From an optimization exercise on the open Yosys and OpenROAD flow, aimed at small area; shortcuts taken in it are not production practice. The RTL was checked by simulation tests, not by an equivalence proof against the original design. Power figures rest on the tool's default switching activity, not on a simulated workload.

### design.v
package cis_pkg;
localparam int adc_w      = 12;                  
localparam int on_cnt_w   = 16;                  
typedef logic [adc_w-1:0] adc_sample_t;
localparam adc_sample_t const_pattern = 12'hA5A;     
typedef enum logic [1:0]
{
    color_red   = 2'd0,
    color_green = 2'd1,
    color_blue  = 2'd2
} color_t;
typedef enum logic [1:0]
{
    mode_off    = 2'd0,                          
    mode_mono   = 2'd1,                          
    mode_rgb    = 2'd2                           
} line_mode_t;
typedef enum logic [1:0]
{
    src_adc     = 2'd0,
    src_ramp    = 2'd1,
    src_const   = 2'd2
} pix_src_t;
typedef struct packed
{
    color_t         color;                       
    logic [5:0]     line_idx;                    
    adc_sample_t    samp0;                       
    adc_sample_t    samp1;                       
} pix_word_t;
endpackage
package mem_pkg;
localparam int addr_w     = 28;                  
localparam int done_cnt_w = 16;                  
typedef logic [addr_w-1:0] mem_addr_t;
localparam mem_addr_t word_bytes = 28'd4;        
typedef enum logic [1:0]
{
    wr_idle     = 2'd0,                          
    wr_pop      = 2'd1,                          
    wr_write    = 2'd2                           
} wr_state_t;
endpackage
`timescale 1ns/10ps
module scan_top
#(
    parameter int LINE_CLKS    = 64,
    parameter int PIX_PER_LINE = 16,
    parameter int FIFO_DEPTH   = 16,
    parameter int AFULL_LEVEL  = 12
)
(
    input  logic                                w_clk_1,
    input  logic                                w_adc_rst,
    input  cis_pkg::adc_sample_t                dc,
    input  cis_pkg::line_mode_t                 mode,
    input  cis_pkg::pix_src_t                   src_sel,
    input  logic [cis_pkg::on_cnt_w-1:0]        r_on_cnt,
    input  logic [cis_pkg::on_cnt_w-1:0]        g_on_cnt,
    input  logic [cis_pkg::on_cnt_w-1:0]        b_on_cnt,
    output logic [2:0]                          lrgb,
    output logic                                si,
    input  logic                                dma_on,
    input  mem_pkg::mem_addr_t                  start_adr,
    input  mem_pkg::mem_addr_t                  buf_size,
    output mem_pkg::mem_addr_t                  mem_address,
    output logic [31:0]                         mem_writedata,
    output logic                                mem_write,
    input  logic                                mem_waitrequest,
    output logic [mem_pkg::done_cnt_w-1:0]      done_cnt,
    output logic                                fifo_afull,
    output logic                                fifo_ovr
);
logic [5:0]     p;
logic           line_on;
logic [1:0]     color;
logic [1:0]     color_nxt;
logic [15:0]    on_nxt;
logic [15:0]    led_left;
logic           led_on;
logic           line_end;
logic           line_start;
logic           mode_off;
assign mode_off   = (mode == 2'd0);
assign line_end   = (p == 6'd62);
assign line_start = line_end && !mode_off;
always_comb
begin
    if (mode == 2'd2)
        color_nxt = (color == 2'd0) ? 2'd1 : (color == 2'd1) ? 2'd2 : 2'd0;
    else
        color_nxt = 2'd0;
    case (color_nxt)
        2'd1:    on_nxt = g_on_cnt;
        2'd2:    on_nxt = b_on_cnt;
        default: on_nxt = r_on_cnt;
    endcase
end
assign led_on = (led_left != '0);
logic [15:0]    led_dec;
logic           ld_r, ld_g, ld_b, led_keep;
always_comb
begin
    logic z;
    z = 1'b1;                                
    for (int i = 0; i < 16; i++)
    begin
        led_dec[i] = led_left[i] ^ z;
        z = z & !led_left[i];
    end
end
assign ld_r     = !w_adc_rst && line_start && (color_nxt == 2'd0);
assign ld_g     = !w_adc_rst && line_start && (color_nxt == 2'd1);
assign ld_b     = !w_adc_rst && line_start && (color_nxt == 2'd2);
assign led_keep = !w_adc_rst && !line_start && !mode_off && led_on;
always_ff @(posedge w_clk_1)
    led_left <= ({16{ld_r}} & r_on_cnt) | ({16{ld_g}} & g_on_cnt) |
                ({16{ld_b}} & b_on_cnt) | ({16{led_keep}} & led_dec);
always_ff @(posedge w_clk_1)
begin
    if (w_adc_rst)
    begin
        p        <= 6'h3F;
        line_on  <= 1'b0;
        color    <= 2'd2;
    end
    else
    begin
        p <= p + 1'b1;
        if (line_end)
            line_on <= !mode_off;
        if (line_start)
            color <= color_nxt;
    end
end
assign si   = line_on && (p == 6'h3F);
assign lrgb = led_on ? ~(3'b001 << color) : 3'b111;
logic [11:0]    adc_q;
logic [11:0]    src_val;
logic [11:0]    first_q;             
logic [5:0]     line_tag;
logic           samp_act;
logic           form;                
logic           pix_dv;              
assign samp_act = line_on && (p[5:4] == 2'd0);
assign form     = samp_act && p[0];
assign pix_dv   = line_on && !p[0] && ((p[5:4] == 2'd0) ? (p[3:1] != 3'd0) : (p == 6'd16));
always_comb
begin
    case (src_sel)
        2'd1:    src_val = {8'd0, p[3:0]};
        2'd2:    src_val = 12'hA5A;
        default: src_val = adc_q;
    endcase
end
always_ff @(posedge w_clk_1)
begin
    adc_q   <= dc;
    first_q <= src_val;
end
always_ff @(posedge w_clk_1)
begin
    if (w_adc_rst)
    begin
        line_tag <= 6'h3F;
    end
    else
    begin
        if (line_start)
            line_tag <= line_tag + 1'b1;
    end
end
logic [31:0]    stage [0:15];
logic [4:0]     count;
logic           full;
logic           empty;
logic           pop;
logic           shift_in;
logic           wr_ok;
logic [3:0]     head;                
logic           pend;                
logic [31:0]    head_word;
assign full     = count[4];
assign empty    = (count == 5'd0);
assign shift_in = form && (!full || pop);
assign wr_ok    = pend;               
assign head     = pend ? count[3:0] : count[3:0] - 1'b1;
logic [15:0]    head_oh;
logic [31:0]    part [0:5];
always_comb
begin
    head_oh = '0;
    head_oh[head] = 1'b1;
    for (int g = 0; g < 6; g++)
    begin
        part[g] = '0;
        for (int i = 0; i < 3; i++)
            if (3*g+i < 16)
                part[g] = part[g] | ({32{head_oh[3*g+i]}} & stage[3*g+i]);
    end
    head_word = part[0] | part[1] | part[2] | part[3] | part[4] | part[5];
end
always_ff @(posedge w_clk_1)
begin
    if (shift_in)
    begin
        stage[0] <= {color, line_tag, first_q, src_val};
        for (int i = 1; i < 16; i++)
            stage[i] <= stage[i-1];
    end
end
always_ff @(posedge w_clk_1)
begin
    if (w_adc_rst)
    begin
        count    <= '0;
        fifo_ovr <= 1'b0;
        pend     <= 1'b0;
    end
    else
    begin
        count <= count + {4'd0, wr_ok} - {4'd0, pop};
        pend  <= shift_in;
        if (pix_dv && full)
            fifo_ovr <= 1'b1;
    end
end
assign fifo_afull = (count >= 5'd12);
localparam logic [1:0] WR_IDLE = 2'd0, WR_POP = 2'd1, WR_WRITE = 2'd2;
logic [1:0]     state;
logic [27:0]    beat_n;
logic [27:0]    beat_n_inc;
logic [27:0]    adr_inc;
logic [15:0]    done_inc;
logic           adr_load;
logic           idle;
logic           beat_done;
logic           buf_end;
assign idle      = (state == WR_IDLE);
assign pop       = (state == WR_POP);
assign mem_write = (state == WR_WRITE);
assign beat_done = mem_write && !mem_waitrequest;
assign buf_end   = beat_done && (beat_n == buf_size);
always_comb
begin
    logic t;
    t = 1'b1;
    for (int i = 0; i < 28; i++)
    begin
        beat_n_inc[i] = beat_n[i] ^ (beat_done & t);
        t = t & beat_n[i];
    end
    adr_inc[1:0] = 2'b00;                
    t = 1'b1;
    for (int i = 2; i < 28; i++)
    begin
        adr_inc[i] = mem_address[i] ^ (beat_done & t);
        t = t & mem_address[i];
    end
end
assign done_inc = done_cnt + {15'd0, buf_end};
assign adr_load = idle && (beat_n == 28'd1);
always_ff @(posedge w_clk_1)
begin
    if (w_adc_rst)
    begin
        state    <= WR_IDLE;
        beat_n   <= 28'd1;
        done_cnt <= '0;
    end
    else
    begin
        case (state)
            WR_IDLE:  if (dma_on && !empty) state <= WR_POP;
            WR_POP:   state <= WR_WRITE;
            WR_WRITE: if (beat_done) state <= WR_IDLE;
            default:  state <= WR_IDLE;
        endcase
        beat_n   <= buf_end ? 28'd1 : beat_n_inc;
        done_cnt <= done_inc;
    end
end
always_ff @(posedge w_clk_1)
begin
    mem_address[27:2] <= ({26{adr_load}} & start_adr[27:2]) | ({26{!adr_load}} & adr_inc[27:2]);
    if (adr_load)
        mem_address[1:0] <= start_adr[1:0];
    if (pop)
        mem_writedata <= head_word;
end
endmodule
### flow/run.sh
#!/bin/bash
# Standard ORFS layout (standard.sh) with three changes:
#  - ABC maps for area: a copy of ORFS's scripts folder whose abc_speed.script
#    is replaced by flow/abc_area_map.script (registers are untouched by ABC);
#  - port buffers are buf_1 instead of the default clkdlybuf4s50_1;
#  - the clock tree uses clkbuf_8 clusters of up to 18 sinks and no dummy loads.
set -euo pipefail
cd "$(dirname "$0")/.."
rm -rf scripts_area
cp -r "$FLOW_HOME/scripts" scripts_area
cp flow/abc_area_map.script scripts_area/abc_speed.script
export BUFFER_PORTS_ARGS="-buffer_cell sky130_fd_sc_hd__buf_1"
export CTS_ARGS="-sink_clustering_enable -repair_clock_nets -dont_use_dummy_load -buf_list {sky130_fd_sc_hd__clkbuf_8} -sink_clustering_size 18 -sink_clustering_max_diameter 70"
bash standard.sh SCRIPTS_DIR="$PWD/scripts_area" finish > layout.log 2>&1
### flow/abc_area_map.script
strash
&get -n
&st
&dch -f
&nf -R 1000
&put
### standard.sh
#!/bin/bash
# synth_recipe.tcl (not shown) runs the flow's synth.tcl, then flattens the netlist and writes it again
# the make line also repeats each setting of config.mk as NAME=value (left out here)
make -C /OpenROAD-flow-scripts/flow DESIGN_CONFIG=/design/flow/config.mk WORK_HOME=/design/flow/orfs CLKGATE_MAP_FILE= SYNTH_SCRIPT=/design/flow/synth_recipe.tcl "${@:-finish}"
### config.mk
export PLATFORM = sky130hd
export DESIGN_NAME = scan_top
export DESIGN_NICKNAME = scan_top
export VERILOG_FILES = /design/flow/design.v
export SDC_FILE = /design/flow/constraint.sdc
export NUM_CORES = 4
export LEC_CHECK = 0
export CAP_MARGIN = 20
export CORE_MARGIN = 2
export CORE_UTILIZATION = 55
export SLEW_MARGIN = 20
### constraint.sdc
create_clock -name core_clock -period 5.0 [get_ports {w_clk_1}]
set_input_delay 1.0000 -clock core_clock [delete_from_list [all_inputs] [get_ports {w_clk_1}]]
set_output_delay 1.0000 -clock core_clock [all_outputs]
set_load 0.01 [all_outputs]
==> results of run 1 <==
## metrics by stage
step | instances | TNS (ns) | hold WS, ns | total power (µW)
after floorplan | 1480 | -2252.40 | 0.386 | 9040
after global placement | 2309 | 0 | 0.392 | 10500
after detailed placement | 2309 | 0 | 0.389 | 10500
after CTS | 2354 | 0 | 0.367 | 12900
after global routing | 2355 | 0 | 0.383 | 13500
final | 2355 | 0 | 0.416 | 12800
## flip-flops by register name (all words and copies together) (netlist names), 6 cells and up
register,count
done_cnt,16
first_q,12
beat_n,28
line_tag,6
p,6
stage,512
mem_address,28
led_left,16
adc_q,12
mem_writedata,32
## cells in the mapped netlist (all sizes together) (2+ instances only)
| library cell | n | area share (%) |
|---|---|---|
| o2bb2ai | 2 | 0.071 |
| nand2b | 5 | 0.13 |
| nand4 | 14 | 0.36 |
| or3 | 5 | 0.13 |
| dfxtp | 134 | 11 |
| nand2 | 92 | 1.4 |
| nor4b | 3 | 0.11 |
| a21o | 6 | 0.18 |
| a221o | 2 | 0.081 |
| or2 | 4 | 0.10 |
| a31oi | 5 | 0.13 |
| xor2 | 22 | 0.78 |
| a211oi | 7 | 0.21 |
| nand3 | 52 | 1.1 |
| nor2b | 8 | 0.20 |
| clkinv | 47 | 0.72 |
| a22o | 2 | 0.071 |
| a221oi | 2 | 0.071 |
| o22ai | 3 | 0.076 |
| o21a | 4 | 0.12 |
| a2111oi | 2 | 0.071 |
| nor3b | 2 | 0.061 |
| xnor2 | 32 | 1.1 |
| nand3b | 2 | 0.061 |
| ha | 37 | 1.9 |
| and3 | 17 | 0.43 |
| edfxtp | 546 | 67 |
| o31ai | 2 | 0.061 |
| and4 | 37 | 1.3 |
| a21oi | 30 | 0.61 |
| o21ai | 44 | 0.90 |
| a222oi | 176 | 7.2 |
| nor2 | 70 | 1.1 |
| nor4 | 17 | 0.43 |
| o21bai | 2 | 0.061 |
| nor3 | 27 | 0.55 |
| and2 | 11 | 0.28 |
## final cells by class
| cell class | instances | area (µm²) | share of cell area, % |
|---|---|---|---|
| multi-input combinational | 753 | 5420 | 20.0 |
| clock buffer | 45 | 619 | 2.29 |
| timing repair buffer | 238 | 1050 | 3.88 |
| tap | 592 | 741 | 2.73 |
| inverter | 47 | 176 | 0.651 |
| sequential | 680 | 19100 | 70.4 |
## per-layer routing
metal / up-vias / wire, µm
met5: - / 13
met4: 2 / 798
met3: 65 / 5020
met2: 626 / 25300
met1: 7180 / 22600
li1: 6678 / -
## cells by family (layout without fill, tap and decap cells)
logic type               count (synthesis)  after routing
multiplexers                             1              1
adder cells (fa/ha/maj)                 38             38
flip-flops                             680            680
AO/OA/AOI/OAI                          293            293
AND/OR/NAND/NOR                        367            367
buffers and inverters                   47            330
XOR/XNOR                                54             54
## timing repair
item	in CTS	in global routing
endpoints found under the hold margin	0	0
gates resized for setup	0	1
endpoints found under the setup margin	0	1
buffers inserted	0	0
## power by group
| group | total (µW) | switching [µW] | internal, µW |
|---|---|---|---|
| clock | 2430 | 1620 | 813 |
| sequential | 6790 | 235 | 6550 |
| combinational | 3550 | 2230 | 1320 |
| total | 12800 | 4090 | 8680 |
## final timing paths
check | startpoint | to | slack [ns] | cells past startpoint
setup / recovery | state[1] | beat_n[27] | 0.67 | 19
hold / removal | first_q[5] | stage[0][17] | 0.42 | 0
setup reg to reg | state[1] | beat_n[27] | 0.67 | 19
hold reg to reg | first_q[5] | stage[0][17] | 0.42 | 0
## worst max-delay path: cells and delay by family (launching register included)
kind,cells,cell delay [ns]
simple gates,19,3.83
flops,1,0.41
==> summary.txt, run 1 <==
Area growth, synth to finish = 10.2%
Final min period = 4.33 ns
fillcell total = 3447
Max clock buf depth = 3
crit path capture type = register
number of register bits inferred by synthesis = 680
cell breakdown of the critical path = nor2b_1, nand2b_1, nor3_1, nand2_1, nor3_2, and2_0, and3_1, and3_1, and2_0, and3_1, and2_0, and3_1, and2_0, and3_1, and2_0, and3_1, and3_1, and3_1, nor3_1
CTS tree = done
DRC errors left = 0
met2 Use GR = 36.8%
share of cells above drive strength 1 = 5.84%
GRT Total Usage = 23.0%
Clock transition at path regs = 0.11 ns
post-route cell area = 27100 µm²
antenna cell count = 0
Most common cell on crit path = and3_1
First-pass DRT Iterations = 8
slew margin rel. = 16.6%
GR peak layer = met2
post-synthesis adder-cell area fraction = 1.96%
post-route setup slack = 0.667 ns
Hold-fix buffers, CTS = 0
Syn Nets = 1642
final core utilization = 61.4%
status = finished clean
row count = 77
sequential share of the synthesized area = 77.6%
post-route ant nets = 0
mux share of post-synthesis cell area = 0.0458%
post-place instance area = 26500 µm²
commonest non-fill, non-tap cells in the layout = edfxtp_1 (546), buf_1 (205), a222oi_1 (176), dfxtp_1 (132), nand2_1 (92)
Avg Cell Area, Syn = 16.6 µm²
Top FF cell, synth = edfxtp_1
Detailed Route WL = 53700 µm
critical path startpoint category = register
vias in the first global route = 14100
max incr delay on CP = 0.41 ns
DIE AREA = 46400 µm²
port bufs = 206
mapped cell area = 24600 µm²
CTS sink count = 680
CP Class = reg2reg
crit share post-route = 86.7%
CP Max Fanout = 5
placer congestion estimate = 0.819
Synth Area in Simple Gates = 7.73%
max-cap violation count = 0
clk_skew = 0.107 ns
worst hold path class = reg2reg
largest net degree at the start of global routing = 209
met1 Resource Use GR = 32.9%
initial core utilization = 55.7%
CTS Buf Count = 45
Synth Warn # = 3
DR WL/cell = 22.8 µm
largest family of logic cells by synthesized area = compound AO/OA/AOI/OAI gates
Final setup viols = 0
io pins = 207
leak pwr = 0.00855 µW
H-tree Lvls = 2
core box area = 44100 µm²
DR iter-0 viols = 2260
required time worst endpoint = 5.53 ns
PD cells = 471 nW/µm²
Yosys cell types = 44
ys async rst share = 0%
Avg Vias per Cell = 6.18
Worst EP arrival = 4.86 ns
worst slack, placed = 0.0874 ns
max-slew violation count = 0
first-pass GRT wire length = 82200 µm
Mapped Cells = 1480
Post-Synth XOR/XNOR Area = 1.92%
fmax = 231 MHz
RSZ-0062 raised after global routing = false
complex-gate fraction of the synthesized area = 10.0%
total grt overflow = 0
initial antenna violation count = 1
Detailed Place HPWL = 30500 µm
slowest CP cell = dfxtp_1
die height = 215 µm
Post-synth EDFFs = 546
Final Hold Viols = 0
vias post-DR = 14600
die width = 215 µm
Root Driver = clkbuf_8
most common cell after layout, fill and taps aside = edfxtp_1
Worst Tran Pin Value = 1.25 ns
worst vdd ir = 0.340 mV
routing usage on met3 = 5.06%
clock latency on the worst-skew pair = 0.66 ns
fin nets = 1927
==> run 2, diff against run 1 <==
--- a/config.mk
+++ b/config.mk
@@ -7,5 +7,5 @@
 export LEC_CHECK = 0
 export CAP_MARGIN = 20
 export CORE_MARGIN = 2
-export CORE_UTILIZATION = 55
+export CORE_UTILIZATION = 65
 export SLEW_MARGIN = 20
==> summary.txt, run 2 <==
max incr delay on CP = 0.40 ns (about the same)
critical path startpoint category = register
flop-to-flop setup slack = 0.70 ns (+0.03 ns)
Yosys cell types = 44 (unchanged)
post-route cell area = 26900 µm² (-0.58%)
RSZ-0062 raised after global routing = false
Area growth, synth to finish = 9.56%
post-route ant nets = 0 (unchanged)
number of register bits inferred by synthesis = 680 (unchanged)
complex-gate fraction of the synthesized area = 10.0% (unchanged)
Detailed Place HPWL = 29500 µm (-3.4%)
Non-Filler Instances = 2271 (-3.6%)
Root Driver = clkbuf_8
Largest regs = stage x512, mem_writedata x32
crit path capture type = register
crit share post-route = 86.0% (-0.63 points)
post_cts resized = 0 (unchanged)
initial antenna violation count = 0 (-1)
First-pass DRT Iterations = 12 (+4)
H-tree Lvls = 2 (unchanged)
fillcell total = 2526 (-27%)
Final setup viols = 0 (unchanged)
vias post-DR = 14500 (-0.24%)
commonest non-fill, non-tap cells in the layout = edfxtp_1 (546), buf_1 (205), a222oi_1 (176), dfxtp_1 (132), nand2_1 (92)
core box area = 37500 µm² (-15%)
mux share of post-synthesis cell area = 0.0458% (unchanged)
hold path startpoint = first_q[4]
DR iter-0 viols = 2061 (-8.8%)
Avg Cell Area, Syn = 16.6 µm² (unchanged)
Post-synth EDFFs = 546 (unchanged)
Final min period = 4.30 ns (-0.0317 ns)
Top FF cell, synth = edfxtp_1
post-synth top area cell = edfxtp_1
total negative slack = 0 ns (unchanged)
largest family of logic cells by synthesized area = compound AO/OA/AOI/OAI gates
Post-Synth XOR/XNOR Area = 1.92% (unchanged)
port bufs = 206 (unchanged)
R2R depth = 19 (unchanged)
Clock transition at path regs = 0.11 ns (about the same)
CP Class = reg2reg
slew margin rel. = 21.5% (+4.9 points)
DIE AREA = 39400 µm² (-15%)
DR WL/cell = 22.2 µm (-2.7%)
required time worst endpoint = 5.50 ns (-0.03 ns)
DRC errors left = 0 (unchanged)
max-slew violation count = 0 (unchanged)
vias in the first global route = 13800 (-2.2%)
max-cap violation count = 0 (unchanged)
placer congestion estimate = 0.802 (-2.0%)
leak pwr = 0.00852 µW (-0.30%)
top-count cell post-synth = edfxtp_1
die height = 198 µm (-7.9%)
worst reg2reg endpoint = beat_n[27]
clk_skew = 0.0258 ns (-0.0807 ns)
worst vdd ir = 0.411 mV (+21%)
CTS Buf Count = 43 (-4.4%)
Worst EP arrival = 4.80 ns (-0.06 ns)
status = finished clean
CP Max Fanout = 5 (unchanged)
worst hold path class = reg2reg
top cells by count, synth = edfxtp_1 (546), a222oi_1 (176), dfxtp_1 (134), nand2_1 (92), nor2_1 (70)
most common cell after layout, fill and taps aside = edfxtp_1
Hold-fix buffers, CTS = 0 (unchanged)
synth top area cells = edfxtp_1 (67%), dfxtp_1 (11%), a222oi_1 (7.2%)
die width = 198 µm (-7.9%)
Worst Tran Pin Value = 1.18 ns (-0.0732 ns)
post-place instance area = 26300 µm² (-0.43%)
Max clock buf depth = 3 (unchanged)
Critical Path Source = state[1]
Buf/Inv on CP = 0 (unchanged)
initial core utilization = 65.6% (+9.9 points)
total grt overflow = 0 (unchanged)
CP endpoint = beat_n[27]
number of flip-flops in the largest register = 512 (unchanged)
sequential share of the synthesized area = 77.6% (unchanged)
hold_ws = 0.414 ns (-0.00271 ns)
row count = 71 (-7.8%)
largest net degree at the start of global routing = 205 (-1.9%)
WP depth = 19 (unchanged)
post-synthesis adder-cell area fraction = 1.96% (unchanged)
clock latency on the worst-skew pair = 0.61 ns (-0.05 ns)
PD cells = 470 nW/µm² (-0.27%)
Avg Vias per Cell = 6.39 (+3.4%)
Most common cell on crit path = and3_1
Mapped Cells = 1480 (unchanged)
CTS tree = done
mapped cell area = 24600 µm² (unchanged)
Final Hold Viols = 0 (unchanged)
first-pass GRT wire length = 76600 µm (-6.8%)
Detailed Route WL = 50400 µm (-6.2%)
cell breakdown of the critical path = nor2b_1, nand2b_1, nor3_1, nand2_1, nor3_1, and2_0, and3_1, and3_1, and2_0, and3_1, and2_0, and3_1, and2_0, and3_1, and2_0, and3_1, and3_1, and3_1, nor3_1
ys async rst share = 0% (unchanged)
io pins = 207 (unchanged)
CTS sink count = 680 (unchanged)
Syn Nets = 1642 (unchanged)
Crit path max-delay family = simple AND/OR/NAND/NOR gates
Setup Fix Bufs, Post-CTS = 0 (unchanged)
slowest CP cell = dfxtp_1
Yosys top cell area share = 66.7% (unchanged)
Post-Place Cells = 2228 (-3.5%)
fin nets = 1924 (-0.16%)
Top reg by flops = stage
reg2reg start = state[1]
antenna cell count = 0 (unchanged)
share of cells above drive strength 1 = 5.51% (-0.33 points)
GRT Total Usage = 25.5% (+2.5 points)
Synth Area in Simple Gates = 7.73% (unchanged)
Synth Warn # = 3 (unchanged)
fmax = 232 MHz (+0.74%)
-- run 2: layout make-up --
class | instances | area (µm²) | area share, %
well taps | 511 | 639 | 2.37
flip-flops and latches | 680 | 19100 | 70.8
inverters | 47 | 176 | 0.655
clock buffers | 43 | 592 | 2.20
multi-input cells | 753 | 5420 | 20.1
repair buffers | 237 | 1030 | 3.83
-- run 2: kinds of logic after synthesis --
group	after synthesis
multiplexers	1
buffers and inverters	47
AND/OR/NAND/NOR	367
XOR/XNOR	54
flip-flops	680
adder cells (fa/ha/maj)	38
AO/OA/AOI/OAI	293
-- run 2: where the power goes --
part	internal, µW	switching, µW
Sequential	6550	222
Clock	779	1550
Combinational	1320	2240
-- run 2: routing by layer --
metal / GRT usage (%) / wire (µm) / vias to the layer above
li1: - / - / 6682
met1: 36.5 / 20900 / 7087
met2: 41.3 / 24000 / 671
met3: 4.71 / 4610 / 76
met4: 6.58 / 937 / 0
met5: 0 / 0 / -
-- run 2: how the worst min path moves through the flow --
stage	slack (ns)	to	depth (start not counted)
finish	0.41	stage[0][16]	0
CTS	0.41	stage[0][18]	0
global route	0.42	stage[0][18]	0
floorplan	0.39	stage[0][12]	0
detailed placement	0.39	stage[0][16]	0
global placement	0.39	stage[0][19]	0
-- run 2: through the flow --
step	setup slack [ns]	total power (µW)	utilization [%]
finish	0.698	12700	71.9
global route	0.0770	13400	71.9
CTS	0.709	12800	71.9
detailed placement	0.200	10500	70.3
global placement	0.311	10400	70.3
floorplan	-4.39	9040	-
==> run 3, diff against run 2 <==
--- a/design.v
+++ b/design.v
@@ -179,7 +179,6 @@
 logic           wr_ok;
 logic [3:0]     head;                
 logic           pend;                
-logic [31:0]    head_word;
 assign full     = count[4];
 assign empty    = (count == 5'd0);
 assign shift_in = form && (!full || pop);
@@ -187,10 +186,11 @@
 assign head     = pend ? count[3:0] : count[3:0] - 1'b1;
 logic [15:0]    head_oh;
 logic [31:0]    part [0:5];
+logic [31:0]    wd_next;
 always_comb
 begin
     head_oh = '0;
-    head_oh[head] = 1'b1;
+    head_oh[head] = pop;
     for (int g = 0; g < 6; g++)
     begin
         part[g] = '0;
@@ -198,7 +198,8 @@
             if (3*g+i < 16)
                 part[g] = part[g] | ({32{head_oh[3*g+i]}} & stage[3*g+i]);
     end
-    head_word = part[0] | part[1] | part[2] | part[3] | part[4] | part[5];
+    part[5] = part[5] | ({32{!pop}} & mem_writedata);
+    wd_next = part[0] | part[1] | part[2] | part[3] | part[4] | part[5];
 end
 always_ff @(posedge w_clk_1)
 begin
@@ -285,7 +286,6 @@
     mem_address[27:2] <= ({26{adr_load}} & start_adr[27:2]) | ({26{!adr_load}} & adr_inc[27:2]);
     if (adr_load)
         mem_address[1:0] <= start_adr[1:0];
-    if (pop)
-        mem_writedata <= head_word;
+    mem_writedata <= wd_next;
 end
 endmodule
--- a/config.mk
+++ b/config.mk
@@ -5,7 +5,7 @@
 export SDC_FILE = /design/flow/constraint.sdc
 export NUM_CORES = 4
 export LEC_CHECK = 0
-export CAP_MARGIN = 20
+export CAP_MARGIN = 10
 export CORE_MARGIN = 2
 export CORE_UTILIZATION = 65
-export SLEW_MARGIN = 20
+export SLEW_MARGIN = 10
==> summary.txt, run 3 <==
first-pass GRT wire length = 76900 µm (+0.37%)
slowest CP cell = dfxtp_2
number of flip-flops in the largest register = 512 (unchanged)
DR WL/cell = 22.0 µm (-0.69%)
H-tree Lvls = 2 (unchanged)
FF/Latch Area = 18800 µm² (-1.7%)
GRT Total Usage = 25.4% (-0.11 points)
sequential share of the synthesized area = 76.9% (-0.73 points)
die height = 198 µm (-0.37%)
DRC errors left = 0 (unchanged)
hold_ws = 0.400 ns (-0.0134 ns)
hold path startpoint = first_q[3]
DIE AREA = 39100 µm² (-0.73%)
area of the multi-input gates = 5530 µm² (+2.0%)
Max clock buf depth = 3 (unchanged)
initial core utilization = 66.3% (+0.75 points)
die width = 198 µm (-0.37%)
Hold EP = stage[0][15]
ys async rst share = 0% (unchanged)
Largest regs = stage x512, mem_writedata x32
Worst EP arrival = 4.99 ns (+0.19 ns)
row count = 70 (-1.4%)
synth top area cells = edfxtp_1 (63%), dfxtp_1 (14%), a222oi_1 (7.2%)
Crit path max-delay family = simple AND/OR/NAND/NOR gates
Final setup viols = 0 (unchanged)
Top FF cell, synth = edfxtp_1
Mapped Cells = 1493 (+0.88%)
fillcell total = 2422 (-4.1%)
number of register bits inferred by synthesis = 680 (unchanged)
Area growth, synth to finish = 9.68%
Most common cell on crit path = and3_1
Final min period = 4.51 ns (+0.212 ns)
Hold-fix buffers, CTS = 0 (unchanged)
post-route setup slack = 0.486 ns (-0.212 ns)
flop-to-flop setup slack = 0.49 ns (-0.21 ns)
share of cells above drive strength 1 = 5.57% (+0.063 points)
worst vdd ir = 0.221 mV (-46%)
PD cells = 403 nW/µm² (-14%)
antenna cell count = 0 (unchanged)
initial antenna violation count = 0 (unchanged)
Detailed Place HPWL = 29700 µm (+0.71%)
post-route ant nets = 0 (unchanged)
commonest non-fill, non-tap cells in the layout = edfxtp_1 (514), buf_1 (205), a222oi_1 (176), dfxtp_1 (164), nor2_1 (64)
most common cell after layout, fill and taps aside = edfxtp_1
largest net degree at the start of global routing = 164 (-20%)
First-pass DRT Iterations = 9 (-3)
Yosys top cell area share = 63.3% (-3.4 points)
Final Hold Viols = 0 (unchanged)
fin nets = 1940 (+0.83%)
post-route cell area = 26800 µm² (-0.65%)
CTS tree = done
mapped cell area = 24400 µm² (-0.75%)
final core utilization = 72.8% (+0.90 points)
CP Class = reg2reg
core box area = 36800 µm² (-1.9%)
required time worst endpoint = 5.48 ns (-0.02 ns)
clock latency on the worst-skew pair = 0.61 ns (about the same)
placer congestion estimate = 0.812 (+1.2%)
crit share post-route = 90.3% (+4.2 points)
leak pwr = 0.00857 µW (+0.54%)
CTS sink count = 680 (unchanged)
top-count cell post-synth = edfxtp_1
Clock transition at path regs = 0.11 ns (about the same)
Worst Tran Pin Value = 1.06 ns (-0.120 ns)
fmax = 222 MHz (-4.7%)
Avg Vias per Cell = 6.54 (+2.3%)
io pins = 207 (unchanged)
Root Driver = clkbuf_8
total grt overflow = 0 (unchanged)
slew margin rel. = 29.2% (+7.8 points)
Yosys cell types = 43 (-2.3%)
worst hold path class = reg2reg
max-cap violation count = 0 (unchanged)
CTS Buf Count = 44 (+2.3%)
post-synth top area cell = edfxtp_1
post_cts resized = 0 (unchanged)
cell breakdown of the critical path = nor2b_1, nand2b_1, nor3_1, nand2_1, nor3_1, and2_0, and3_1, and3_1, and2_0, and3_1, and2_0, and3_1, and2_0, and3_1, and2_0, and3_1, and3_1, and3_1, nor3_1
vias post-DR = 14700 (+1.1%)
RSZ-0062 raised after global routing = false
CP Max Fanout = 5 (unchanged)
status = finished clean
port bufs = 206 (unchanged)
worst reg2reg endpoint = beat_n[27]
worst slack, placed = -0.0334 ns (-0.234 ns)
crit path capture type = register
reg2reg start = state[1]
Detailed Route WL = 49500 µm (-1.9%)
Avg Cell Area, Syn = 16.3 µm² (-1.6%)
Top reg by flops = stage
Synth Warn # = 3 (unchanged)
max-slew violation count = 0 (unchanged)
post-place instance area = 26200 µm² (-0.71%)
DR iter-0 viols = 1983 (-3.8%)
R2R depth = 19 (unchanged)
vias in the first global route = 14100 (+2.5%)
max incr delay on CP = 0.37 ns (-0.03 ns)
Buf/Inv on CP = 0 (unchanged)
Syn Nets = 1655 (+0.79%)
top cells by count, synth = edfxtp_1 (514), a222oi_1 (176), dfxtp_1 (166), nor2_1 (78), nand2_1 (61)
critical path startpoint category = register
Hold Path Stages = 0 (unchanged)
clk_skew = 0.0457 ns (+0.0199 ns)
Post-synth EDFFs = 514 (-5.9%)
Setup Fix Bufs, Post-CTS = 0 (unchanged)
## run 3: how the worst max path moves through the flow
stage / start / depth (start not counted) / slack [ns] / endpoint
after global routing: state[1] / 19 / 0.02 / beat_n[27]
after global placement: mem_waitrequest / 19 / 0.22 / beat_n[27]
final: state[1] / 19 / 0.49 / beat_n[27]
after CTS: state[1] / 19 / 0.49 / beat_n[27]
after floorplan: state[1] / 2 / -4.71 / stage[0][0]
after detailed placement: mem_waitrequest / 19 / -0.03 / beat_n[27]
## run 3: metrics by stage
step | cells | TNS (ns) | total power [µW]
after floorplan | 1493 | -2416.28 | 7880
after global placement | 2200 | 0 | 8520
after detailed placement | 2200 | -0.0334 | 8600
after CTS | 2244 | 0 | 10900
after global routing | 2244 | 0 | 11300
final | 2244 | 0 | 10800
## run 3: worst reg2reg max path, cell delays in order, from the launching register on
cell and delay, ns:
dfxtp_2 0.37, nor2b_1 0.21, nand2b_1 0.13, nor3_1 0.25, nand2_1 0.14, nor3_1 0.27
and2_0 0.30, and3_1 0.28, and3_1 0.22, and2_0 0.15, and3_1 0.20, and2_0 0.16
and3_1 0.20, and2_0 0.26, and3_1 0.23, and2_0 0.23, and3_1 0.27, and3_1 0.28
and3_1 0.20, nor3_1 0.05
## run 3: power breakdown
part | internal, µW | total [µW] | switching [µW] | leakage (µW)
clock network | 796 | 2340 | 1550 | 0.000316
registers | 6360 | 6620 | 263 | 0.00600
logic | 741 | 1830 | 1090 | 0.00226
total | 7900 | 10800 | 2900 | 0.00857
## run 3: cell families after synthesis
kind of cell    count (synthesis)  synth area share [%]
compound gates                328                  11.2
fa+ha+maj                      38                  1.98
flops                         680                  76.9
xor+xnor                       53                  1.90
simple gates                  343                  7.26
mux                             1                0.0461
buf+inv                        50                 0.769
## run 3: cell type report
type | count | area share [%]
clock buffers | 44 | 2.26
inverters | 50 | 0.701
multi-input cells | 763 | 20.6
flip-flops and latches | 680 | 70.1
well taps | 468 | 2.19
repair buffers | 239 | 4.10
## run 3: per-layer routing
metal	global-route usage, %	share of wire [%]
met4	6.13	1.9
met2	40.6	47
met5	0	0
met1	37.0	42
met3	4.70	9.2
==> run 4, diff against run 3 <==
--- a/config.mk
+++ b/config.mk
@@ -5,7 +5,7 @@
 export SDC_FILE = /design/flow/constraint.sdc
 export NUM_CORES = 4
 export LEC_CHECK = 0
-export CAP_MARGIN = 10
+export CAP_MARGIN = 0
 export CORE_MARGIN = 2
 export CORE_UTILIZATION = 65
-export SLEW_MARGIN = 10
+export SLEW_MARGIN = 0
==> summary.txt, run 4 <==
synth top area cells = edfxtp_1 (63%), dfxtp_1 (14%), a222oi_1 (7.2%)
post-place instance area = 26200 µm² (unchanged)
vias post-DR = 14700 (unchanged)
io pins = 207 (unchanged)
Worst EP arrival = 4.99 ns (about the same)
Final min period = 4.51 ns (unchanged)
worst vdd ir = 0.221 mV (unchanged)
Hold-fix buffers, CTS = 0 (unchanged)
status = finished clean
share of cells above drive strength 1 = 5.57% (unchanged)
CTS tree = done
Clock power frac = 21.7% (about the same)
DIE AREA = 39100 µm² (unchanged)
initial core utilization = 66.3% (unchanged)
CTS Buf Count = 44 (unchanged)
number of register bits inferred by synthesis = 680 (unchanged)
top cells by count, synth = edfxtp_1 (514), a222oi_1 (176), dfxtp_1 (166), nor2_1 (78), nand2_1 (61)
reg2reg start = state[1]
Synth Warn # = 3 (unchanged)
DRC errors left = 0 (unchanged)
RSZ-0062 raised after global routing = false
leak pwr = 0.00857 µW (unchanged)
H-tree Lvls = 2 (unchanged)
number of flip-flops in the largest register = 512 (unchanged)
DR WL/cell = 22.0 µm (unchanged)
Avg Cell Area, Syn = 16.3 µm² (unchanged)
internal power = 7900 µW (unchanged)
Worst Tran Pin Value = 1.06 ns (unchanged)
antenna cell count = 0 (unchanged)
Largest regs = stage x512, mem_writedata x32
row count = 70 (unchanged)
hold path startpoint = first_q[3]
Net Switching = 2900 µW (unchanged)
fmax = 222 MHz (unchanged)
initial antenna violation count = 0 (unchanged)
Max clock buf depth = 3 (unchanged)
ys async rst share = 0% (unchanged)
die height = 198 µm (unchanged)
Clock transition at path regs = 0.11 ns (about the same)
total negative slack = 0 ns (unchanged)
Avg Vias per Cell = 6.54 (unchanged)
CP Class = reg2reg
Top reg by flops = stage
mapped cell area = 24400 µm² (unchanged)
required time worst endpoint = 5.48 ns (about the same)
top-count cell post-synth = edfxtp_1
Final setup viols = 0 (unchanged)
Final Hold Viols = 0 (unchanged)
Yosys cell types = 43 (unchanged)
Yosys top cell area share = 63.3% (unchanged)
Critical Path Source = state[1]
critical path startpoint category = register
post-route cell area = 26800 µm² (unchanged)
DR iter-0 viols = 1983 (unchanged)
slew margin rel. = 29.2% (unchanged)
die width = 198 µm (unchanged)
FF/Latch Area = 18800 µm² (unchanged)
Top FF cell, synth = edfxtp_1
First-pass DRT Iterations = 9 (unchanged)
Post-synth EDFFs = 514 (unchanged)
most common cell after layout, fill and taps aside = edfxtp_1
placer congestion estimate = 0.812 (unchanged)
post-synth top area cell = edfxtp_1
vias in the first global route = 14100 (unchanged)
Sequential Power Share = 61.3% (about the same)
Area growth, synth to finish = 9.68% (unchanged)
Syn Nets = 1655 (unchanged)
Root Driver = clkbuf_8
core box area = 36800 µm² (unchanged)
crit share post-route = 90.3% (unchanged)
CP Max Fanout = 5 (unchanged)
sw frac = 26.9% (unchanged)
crit path capture type = register
Detailed Route WL = 49500 µm (unchanged)
fillcell total = 2422 (unchanged)
max-cap violation count = 0 (unchanged)
port bufs = 206 (unchanged)
first-pass GRT wire length = 76900 µm (unchanged)
commonest non-fill, non-tap cells in the layout = edfxtp_1 (514), buf_1 (205), a222oi_1 (176), dfxtp_1 (164), nor2_1 (64)
post-route ant nets = 0 (unchanged)
CTS sink count = 680 (unchanged)
Detailed Place HPWL = 29700 µm (unchanged)
Mapped Cells = 1493 (unchanged)
sequential share of the synthesized area = 76.9% (unchanged)
post_cts resized = 0 (unchanged)
total grt overflow = 0 (unchanged)
clock latency on the worst-skew pair = 0.61 ns (about the same)
GRT Total Usage = 25.4% (unchanged)
PD cells = 403 nW/µm² (unchanged)
largest net degree at the start of global routing = 164 (unchanged)
Logic pwr share = 17.0% (about the same)
Setup Fix Bufs, Post-CTS = 0 (unchanged)
area of the multi-input gates = 5530 µm² (unchanged)
fin nets = 1940 (unchanged)
final core utilization = 72.8% (unchanged)
max-slew violation count = 0 (unchanged)
worst hold path class = reg2reg
clk_skew = 0.0457 ns (unchanged)
run 4: cell counts after synthesis:
Identical to the previous run, type by type.
run 4: through the flow:
step | hold WS [ns] | instances | worst slack [ns] | power, µW
floorplan | 0.386 | 1493 | -4.71 | 7880
global placement | 0.387 | 2200 | 0.224 | 8520
detailed placement | 0.389 | 2200 | -0.0334 | 8600
CTS | 0.393 | 2244 | 0.491 | 10900
global route | 0.396 | 2244 | 0.0173 | 11300
finish | 0.400 | 2244 | 0.486 | 10800
run 4: cell families after synthesis:
kind of cell             share of synthesized area (%)
AND/OR/NAND/NOR                                   7.26
AO/OA/AOI/OAI                                     11.2
XOR/XNOR                                          1.90
buffers and inverters                            0.769
flip-flops                                        76.9
multiplexers                                    0.0461
adder cells (fa/ha/maj)                           1.98
run 4: area by class of cell:
cell class,instances,share of cell area (%)
clock buffers,44,2.26
inverters,50,0.701
multi-input cells,763,20.6
flip-flops and latches,680,70.1
well taps,468,2.19
repair buffers,239,4.10
run 4: final timing paths:
kind	slack [ns]	end	depth (start not counted)
worst max-delay path	0.49	beat_n[27]	19
worst min-delay path	0.40	stage[0][15]	0
worst max register to register	0.49	beat_n[27]	19
worst min register to register	0.40	stage[0][15]	0
run 4: layer usage:
layer / track usage, % / routed length [µm] / up-vias
li1: - / - / 6755
met1: 37.0 / 20900 / 7181
met2: 40.6 / 23200 / 667
met3: 4.70 / 4540 / 70
met4: 6.13 / 928 / 0
met5: 0 / 0 / -
run 4: worst max-delay path, stage by stage (launching register included):
cell and delay, ns:
dfxtp_2 0.37, nor2b_1 0.21, nand2b_1 0.13, nor3_1 0.25
nand2_1 0.14, nor3_1 0.27, and2_0 0.30, and3_1 0.28
and3_1 0.22, and2_0 0.15, and3_1 0.20, and2_0 0.16
and3_1 0.20, and2_0 0.26, and3_1 0.23, and2_0 0.23
and3_1 0.27, and3_1 0.28, and3_1 0.20, nor3_1 0.05
run 4: power groups by stage:
stage / Combinational, µW / Clock [µW] / Sequential [µW]
floorplan: 1070 / 0 / 6810
global placement: 1790 / 0 / 6730
detailed placement: 1840 / 0 / 6750
CTS: 1850 / 2410 / 6620
global route: 2070 / 2590 / 6670
finish: 1830 / 2340 / 6620
==> run 5, diff against run 4 <==
--- a/config.mk
+++ b/config.mk
@@ -5,7 +5,7 @@
 export SDC_FILE = /design/flow/constraint.sdc
 export NUM_CORES = 4
 export LEC_CHECK = 0
-export CAP_MARGIN = 0
+export CAP_MARGIN = 20
 export CORE_MARGIN = 2
 export CORE_UTILIZATION = 65
-export SLEW_MARGIN = 0
+export SLEW_MARGIN = 20
==> summary.txt, run 5 <==
placer congestion estimate = 0.812 (unchanged)
Final Hold Viols = 0 (unchanged)
worst hold path class = reg2reg
GRT Total Usage = 25.4% (unchanged)
DR WL/cell = 22.0 µm (about the same)
CP Max Fanout = 5 (unchanged)
Post-synth EDFFs = 514 (unchanged)
Yosys top cell area share = 63.3% (unchanged)
Area growth, synth to finish = 9.69% (about the same)
Buf/Inv on CP = 0 (unchanged)
Avg Vias per Cell = 6.51 (-0.38%)
required time worst endpoint = 5.48 ns (about the same)
share of cells above drive strength 1 = 5.63% (+0.056 points)
core box area = 36800 µm² (unchanged)
synth top area cells = edfxtp_1 (63%), dfxtp_1 (14%), a222oi_1 (7.2%)
vias post-DR = 14600 (-0.38%)
worst vdd ir = 0.221 mV (about the same)
mapped cell area = 24400 µm² (unchanged)
Worst Tran Pin Value = 1.02 ns (-0.0346 ns)
total grt overflow = 0 (unchanged)
top cells by count, synth = edfxtp_1 (514), a222oi_1 (176), dfxtp_1 (166), nor2_1 (78), nand2_1 (61)
CTS Buf Count = 44 (unchanged)
initial core utilization = 66.3% (unchanged)
Synth Warn # = 3 (unchanged)
Crit path max-delay family = simple AND/OR/NAND/NOR gates
cell breakdown of the critical path = nor2b_1, nand2b_1, nor3_1, nand2_1, nor3_1, and2_0, and3_1, and3_1, and2_0, and3_1, and2_0, and3_1, and2_0, and3_1, and2_0, and3_1, and3_1, and3_1, nor3_1
crit share post-route = 90.1% (-0.17 points)
antenna cell count = 0 (unchanged)
H-tree Lvls = 2 (unchanged)
clock latency on the worst-skew pair = 0.61 ns (about the same)
crit path capture type = register
DRC errors left = 0 (unchanged)
number of flip-flops in the largest register = 512 (unchanged)
max-cap violation count = 0 (unchanged)
Non-Filler Instances = 2244 (unchanged)
Top FF cell, synth = edfxtp_1
max-slew violation count = 0 (unchanged)
fin nets = 1940 (unchanged)
First-pass DRT Iterations = 10 (+1)
status = finished clean
ys async rst share = 0% (unchanged)
post-route ant nets = 0 (unchanged)
Setup Fix Bufs, Post-CTS = 0 (unchanged)
fillcell total = 2422 (unchanged)
die height = 198 µm (unchanged)
fmax = 222 MHz (+0.19%)
CTS tree = done
critical path startpoint category = register
Tot Pwr = 10800 µW (about the same)
Most common cell on crit path = and3_1
Root Driver = clkbuf_8
RSZ-0062 raised after global routing = false
vias in the first global route = 14100 (unchanged)
CTS sink count = 680 (unchanged)
most common cell after layout, fill and taps aside = edfxtp_1
Clock transition at path regs = 0.11 ns (about the same)
sequential share of the synthesized area = 76.9% (unchanged)
post-route cell area = 26800 µm² (about the same)
Avg Cell Area, Syn = 16.3 µm² (unchanged)
leak pwr = 0.00857 µW (about the same)
Largest regs = stage x512, mem_writedata x32
DR iter-0 viols = 1976 (-0.35%)
port bufs = 206 (unchanged)
number of register bits inferred by synthesis = 680 (unchanged)
Syn Nets = 1655 (unchanged)
commonest non-fill, non-tap cells in the layout = edfxtp_1 (514), buf_1 (205), a222oi_1 (176), dfxtp_1 (164), nor2_1 (63)
Detailed Place HPWL = 29700 µm (unchanged)
max incr delay on CP = 0.37 ns (about the same)
Max clock buf depth = 3 (unchanged)
Detailed Route WL = 49400 µm (about the same)
DIE AREA = 39100 µm² (unchanged)
die width = 198 µm (unchanged)
io pins = 207 (unchanged)
Hold-fix buffers, CTS = 0 (unchanged)
Yosys cell types = 43 (unchanged)
Worst EP arrival = 4.99 ns (about the same)
Final min period = 4.51 ns (-0.00853 ns)
initial antenna violation count = 0 (unchanged)
Final setup viols = 0 (unchanged)
row count = 70 (unchanged)
slew margin rel. = 31.6% (+2.3 points)
hold_ws = 0.400 ns (+0.0000410 ns)
post-place instance area = 26200 µm² (unchanged)
post-synth top area cell = edfxtp_1
Post-Place Cells = 2200 (unchanged)
clk_skew = 0.0425 ns (-0.00329 ns)
slowest CP cell = dfxtp_2
largest net degree at the start of global routing = 164 (unchanged)
PD cells = 403 nW/µm² (about the same)
Mapped Cells = 1493 (unchanged)
CP Class = reg2reg
first-pass GRT wire length = 76900 µm (unchanged)
Top reg by flops = stage
top-count cell post-synth = edfxtp_1
post_cts resized = 0 (unchanged)
==> run 5: cell type report <==
class / count / area [µm²] / area share, %
flip-flops and latches: 680 / 18800 / 70.1
inverters: 50 / 188 / 0.701
repair buffers: 239 / 1100 / 4.10
multi-input cells: 763 / 5530 / 20.7
well taps: 468 / 586 / 2.19
clock buffers: 44 / 606 / 2.26
==> run 5: metal layers <==
layer  routed length (µm)  GRT usage (%)
met1                21000           37.0
met2                23300           40.6
met3                 4280           4.70
met4                  925           6.13
met5                    0              0
==> run 5: path summary, 6_finish.rpt <==
| check | startpoint | endpoint | slack [ns] | cells past startpoint |
|---|---|---|---|---|
| setup / recovery | state[1] | beat_n[27] | 0.49 | 19 |
| hold / removal | first_q[3] | stage[0][15] | 0.40 | 0 |
| setup reg to reg | state[1] | beat_n[27] | 0.49 | 19 |
| hold reg to reg | first_q[3] | stage[0][15] | 0.40 | 0 |
==> run 5: power breakdown <==
part	internal, µW	total (µW)	switching [µW]
clock network	796	2350	1550
registers	6360	6620	264
logic	740	1830	1090
total	7900	10800	2900
==> run 5: cell families (layout without fill, tap and decap cells) <==
group / Yosys count / after routing / share of synthesized area [%]
and+or+nand+nor: 343 / 343 / 7.26
AOI/OAI and AO/OA: 328 / 328 / 11.2
buffers and inverters: 50 / 333 / 0.769
xor gates and xnor gates: 53 / 53 / 1.90
adders and majority gates: 38 / 38 / 1.98
muxes: 1 / 1 / 0.0461
DFF: 680 / 680 / 76.9
==> run 5: stage by stage <==
step	setup TNS (ns)	util, %	worst slack [ns]
6_report	0	72.8	0.495
5_1_grt	0	72.8	0.0173
4_1_cts	0	72.8	0.491
3_5_place_dp	-0.0334	71.1	-0.0334
3_3_place_gp	0	71.1	0.224
2_1_floorplan	-2416.28	-	-4.71
==> run 5: worst register-to-register path, stage by stage (launching register included) <==
cell and delay, ns:
dfxtp_2 0.37, nor2b_1 0.21, nand2b_1 0.13, nor3_1 0.25
nand2_1 0.14, nor3_1 0.26, and2_0 0.30, and3_1 0.28
and3_1 0.22, and2_0 0.15, and3_1 0.20, and2_0 0.16
and3_1 0.20, and2_0 0.26, and3_1 0.23, and2_0 0.23
and3_1 0.27, and3_1 0.28, and3_1 0.20, nor3_1 0.05

-- static timing again, ports no longer ideal --
No port has a modelled driver above. Below, the same layouts with a new extraction and two added sets of constraints. Step 1: set_driving_cell puts a clkbuf_16 on w_clk_1 and a buf_2 on each other input, an assumption about the parent block. Step 2, shift: input delay + t, output delay - t, t = (earliest + latest rising clock arrival at the registers) / 2. This alone moves slack from input paths to output paths. a / b / c = no drivers / after step 1 / after step 2; a / b = the first two.
run | t, ns | setup slack, ns | hold slack, ns | slew at the worst register clock pin (ns) | pins driven straight from the clock port
run 1 | 0.661 | 0.667 / 0.667 / 0.227 | 0.416 / 0.392 / 0.416 | 0.11 / 0.11 | 1
run 2 | 0.647 | 0.698 / 0.698 / 0.197 | 0.414 / 0.414 / 0.414 | 0.11 / 0.11 | 1
run 3 | 0.643 | 0.486 / 0.486 / -0.090 | 0.400 / 0.400 / 0.400 | 0.11 / 0.11 | 1
run 4 | 0.643 | 0.486 / 0.486 / -0.090 | 0.400 / 0.400 / 0.400 | 0.11 / 0.11 | 1
run 5 | 0.643 | 0.495 / 0.495 / -0.079 | 0.400 / 0.400 / 0.400 | 0.11 / 0.11 | 1
With both steps, setup timing fails in run 3, run 4 and run 5, where it was met with ideal ports.
